Background: an optimization exercise with open tools, aiming at small area, a short achievable clock period and few clock cycles per item. Do not read the settings as production practice. RTL that was checked went through simulation tests only; none was proved equivalent to the original.

== the previous run ==
Design ex_stage_mdu, start of the top module:
module ex_stage_mdu (
    input  logic        clock,
    input  logic        reset,
    input  logic        in_valid,
    output logic        in_ready,
    input  logic [4:0]  op,
    input  logic [31:0] operand_a,
    input  logic [31:0] operand_b,
    input  logic [1:0]  fwd_sel_a,
    input  logic [1:0]  fwd_sel_b,
    input  logic [31:0] wb_data,
    input  logic        is_jump,
    input  logic [31:0] pt_wdata_in,
    input  logic [4:0]  pt_rd_in,
    input  logic [31:0] pt_pc_in,
    input  logic        mem_stall,
    input  logic        flush,
    output logic        out_valid,
    output logic [31:0] res_out,
    output logic [31:0] pt_wdata_out,
    output logic [4:0]  pt_rd_out,
    output logic [31:0] pt_pc_out,
    output logic        redirect_valid,
    output logic [31:0] redirect_addr,
    output logic        busy
);
Settings: LEC_CHECK=0, CAP_MARGIN=20, CORE_MARGIN=2, CORE_UTILIZATION=30, SETUP_SLACK_MARGIN=0.15, SLEW_MARGIN=40, SYNTH_HIERARCHICAL=1, SYNTH_MINIMUM_KEEP_SIZE=0; clock period 16.0 ns.
standard.sh (not shown) runs the stock make flow with config.mk's settings and CLKGATE_MAP_FILE= SYNTH_SCRIPT=/design/flow/synth_recipe.tcl, a recipe that flattens the netlist after the stock synthesis.
==> flow/flow/run.sh <==
#!/bin/bash
# Standard ORFS layout; ports are buffered with a regular buffer instead of
# the delay cell buffer_ports picks by default.
set -euo pipefail
bash standard.sh "BUFFER_PORTS_ARGS=-buffer_cell sky130_fd_sc_hd__buf_4" finish > orfs_make.log 2>&1
In summary, the previous run completed successfully, with a layout that passed the timing, design-rule and antenna checks.
Setup changes, the previous run to the current run
- changing SETUP_SLACK_MARGIN from 0.15 to 2.0
- setting ABC_AREA to 1 for the first time
Results
- Relative to the previous run, via count increased by about 9% in the current run.
- The current run: tightest slew margin relative to the limit 6.4 points above the previous run
- As far as required time at the endpoint of the critical path is concerned, the previous run and the current run perform about the same.
- Run comparison: the current run capture point of the worst path redirect_addr[17]; the previous run capture point of the worst path redirect_addr[30]
- Going from the previous run to the current run, setup slack of the critical path after layout increased by 1.89 ns relative to the old numbers, minimum period implied by the final worst setup slack decreased by 1.89 ns relative to the old numbers, final RePlAce weighted congestion closely matched the old numbers.
- Looking at layout overhead on the synthesized area, the current run sits 2.1 points higher than the previous run does.
- The post-route non-filler standard cell count reported for the current run is greater than that of the previous run by about 19%.
- Summary: with the previous run as the reference, cell depth of the worst setup path in the current run moved up by a few percent.
No run of this note included a check of the RTL's function; only the layout flow was run.

========
## main
Another version of the RTL of ex_stage_mdu (not shown whole).
For scale: about 280 flip-flops, ~0.059 mm² of cells after synthesis.
clock: 16.0 ns
lec_check: 0
abc_area: 1
cap_margin: 20
core_margin: 2
core_utilization: 30
setup_slack_margin: 2.0
slew_margin: 40
synth_hierarchical: 1
synth_minimum_keep_size: 0
tns_end_percent: 10
Scripts as last shown in full above: flow/flow/run.sh
main: done, clean on timing, DRC and antenna
[inputs] the feature branch vs main
- TNS_END_PERCENT no longer set, was 10
==> flow/flow/run.sh <==
#!/bin/bash
# Standard ORFS layout; ports are buffered with a regular buffer instead of
# the delay cell buffer_ports picks by default.
set -euo pipefail
bash standard.sh "BUFFER_PORTS_ARGS=-buffer_cell sky130_fd_sc_hd__buf_2" finish > orfs_make.log 2>&1
## What came out
Diff main -> the feature branch: post-route clock period utilization saw an increase, latest clock arrival within the worst-skew pair went up 0.06 ns, count of cells resized by post-cts repair went down 13, final-layout clock-cell area share fell by 0.16 points.
Setup WNS main -> the feature branch: worse
No run of this note included a check of the RTL's function; only the layout flow was run.

========
ex_stage_mdu, a different RTL version from the one above (not shown whole).
For scale: about 8100 cells after synthesis, roughly 58000 µm² of cells after synthesis.
Settings: LEC_CHECK=0, ABC_AREA=1, CAP_MARGIN=20, CORE_MARGIN=2, CORE_UTILIZATION=30, PLACE_DENSITY=0.7, SETUP_SLACK_MARGIN=2.0, SLEW_MARGIN=40, SYNTH_HIERARCHICAL=1, SYNTH_MINIMUM_KEEP_SIZE=0; clock period 16.0 ns.
==> flow/flow/run.sh <==
#!/bin/bash
# Standard ORFS layout; ports are buffered with a regular buffer instead of
# the delay cell buffer_ports picks by default.
set -euo pipefail
bash standard.sh "BUFFER_PORTS_ARGS=-buffer_cell sky130_fd_sc_hd__buf_2" finish > orfs_make.log 2>&1
The baseline completed with no timing, DRC or antenna violations.
Testbench counts at the start, summed over its fixed seeds: cycles 171,619, instrs 160,000.
==> next run, changes <==
- PLACE_DENSITY: 0.7 -> 0.8
- SETUP_SLACK_MARGIN: 2.0 -> 1.5
Effect: The new run completed with no timing, DRC or antenna violations. Routed wire length went down by 6.8%. Utilization went down by 1.3 points. Fmax went down by 3.3%. Global-route usage went down by 2.2 points. Synthesized area stays the same. Cell area went down by 3.7%. Register-to-register slack is worse by 0.52 ns. Die area does not change.

========
ex_stage_mdu, a different RTL version from the one above (not shown whole).
For scale: ~8900 cells after synthesis, about 320 I/O pins, about 0.061 mm² of cells after synthesis.
export LEC_CHECK = 0
export ABC_AREA = 1
export CAP_MARGIN = 20
export CORE_MARGIN = 2
export CORE_UTILIZATION = 30
export PLACE_DENSITY = 0.9
export SETUP_SLACK_MARGIN = 2.0
export SLEW_MARGIN = 40
export SYNTH_HIERARCHICAL = 1
export SYNTH_MINIMUM_KEEP_SIZE = 0
create_clock -name core_clock -period 16.0 [get_ports {clock}]
Scripts as last shown in full above: flow/flow/run.sh
The baseline went through all stages and came out clean.
Edit:
PLACE_DENSITY = unset   (was 0.9)
What happened:
- maximum frequency rises by 0.78%
- count of clock-buffer cells in the layout rises by 5
- via count falls by 3.0%
- critical path depth falls by 2
- wire length rises by 8.0%
- area after synthesis stays the same
- core utilization hardly moves
- worst setup slack improved by 110 ps
- cell count rises by 0.38%
No run of this note included a check of the RTL's function; only the layout flow was run.

========
Setup of run 1:
RTL: one of the versions met above, not the one the previous note started from.
Size: ~8,100 cells after synthesis, ~280 flip-flops, roughly 58,000 sq um of cells after synthesis.
==> flow/config.mk <==
export PLATFORM = sky130hd
export DESIGN_NAME = ex_stage_mdu
export DESIGN_NICKNAME = ex_stage_mdu
export VERILOG_FILES = /design/flow/design.v
export SDC_FILE = /design/flow/constraint.sdc
export NUM_CORES = 4
export LEC_CHECK = 0
export ABC_AREA = 1
export CAP_MARGIN = 20
export CORE_MARGIN = 2
export CORE_UTILIZATION = 30
export PLACE_DENSITY = 0.9
export SETUP_SLACK_MARGIN = 2.0
export SLEW_MARGIN = 40
export SYNTH_HIERARCHICAL = 1
export SYNTH_MINIMUM_KEEP_SIZE = 0
==> flow/constraint.sdc <==
create_clock -name core_clock -period 16.0 [get_ports {clock}]
set_input_delay 3.2000 -clock core_clock [delete_from_list [all_inputs] [get_ports {clock}]]
set_output_delay 3.2000 -clock core_clock [all_outputs]
set_load 0.01 [all_outputs]
Scripts as last shown in full above: flow/flow/run.sh
Testbench counts of run 1, summed over its fixed seeds: cycles 171,619, instrs 160,000.
> inputs changed (run 1 -> run 2)
Settings: PLACE_DENSITY: 0.9 -> 0.8.
[summary]
- Run 2 went all the way through the flow, and no timing, DRC or antenna check failed.
- Utilization run 1 -> run 2: down
- Looking only at area growth from synthesis to final layout, and setting everything else aside, the higher value of run 1 and run 2 goes to run 1.
- Side by side, clock-buffer cell count turned out higher in run 2 than in run 1.
Input-level comparison between run 3 and run 2:
Settings: a change of SETUP_SLACK_MARGIN from 2.0 to 2.5.
--- outcome ---
Run 2 → run 3: routed wire length now sits higher; delay contributed by the slowest stage of the critical path now sits lower; total of cells resized after clock tree synthesis now sits higher. Summary of run 3 over run 2: count of antenna diodes in the layout picked up an extra 25, number of cells produced by synthesis shows no meaningful change, clock insertion delay at the later pin of the skew report -30 ps, post-route clock period utilization decreased 1.9 points.

separate check: timing with driven ports:
Ports are ideal in the flow. The routed layouts listed here were re-timed in OpenROAD.
Step 1, drivers: a clkbuf_16 drives clock and a buf_2 each remaining input, both assumed.
Step 2 adds t to the input delays and takes it off the output delays; t is the mean of the earliest and latest rising clock arrival at the registers after step 1. Input paths then give back, and output paths get back, about the clock's delay inside the block.
a / b / c = no drivers / after step 1 / after step 2; a / b = the first two.
run | shift t [ns] | slack for setup (ns) | worst setup path at the end | latest minus earliest clock arrival (ns) | worst slew at a driven data input, ns
the previous run | 0.708 | 0.232 / 0.205 / 0.205 | input to output | 0.023 / 0.023 | 0.17
the current run | 0.617 | 2.126 / 2.104 / 2.104 | input to output | 0.027 / 0.027 | 0.15
main | 0.620 | 2.089 / 2.060 / 2.060 | input to output | 0.025 / 0.024 | 0.10
the feature branch | 0.679 | 2.012 / 1.982 / 1.982 | input to output | 0.018 / 0.017 | 0.26
the first run of note 3 | 0.635 | 2.072 / 2.048 / 2.048 | input to output | 0.056 / 0.055 | 0.14
the second run of note 3 | 0.608 | 1.590 / 1.569 / 1.569 | input to output | 0.050 / 0.050 | 0.28
the first run of note 4 | 0.653 | 1.994 / 1.968 / 1.968 | input to output | 0.068 / 0.069 | 0.08
the second run of note 4 | 0.685 | 2.103 / 2.077 / 2.077 | input to output | 0.050 / 0.050 | 0.08
run 1 | 0.639 | 1.997 / 1.975 / 1.975 | input to output | 0.045 / 0.045 | 0.12
run 2 | 0.639 | 2.013 / 1.959 / 1.959 | input to output | 0.026 / 0.027 | 0.32
run 3 | 0.601 | 2.311 / 2.283 / 2.283 | input to output | 0.043 / 0.043 | 0.37
After both steps every run listed still meets setup and hold. For run 2, which loses most, drivers alone change the setup slack by -0.054 ns; drivers and shift together by -0.054 ns.
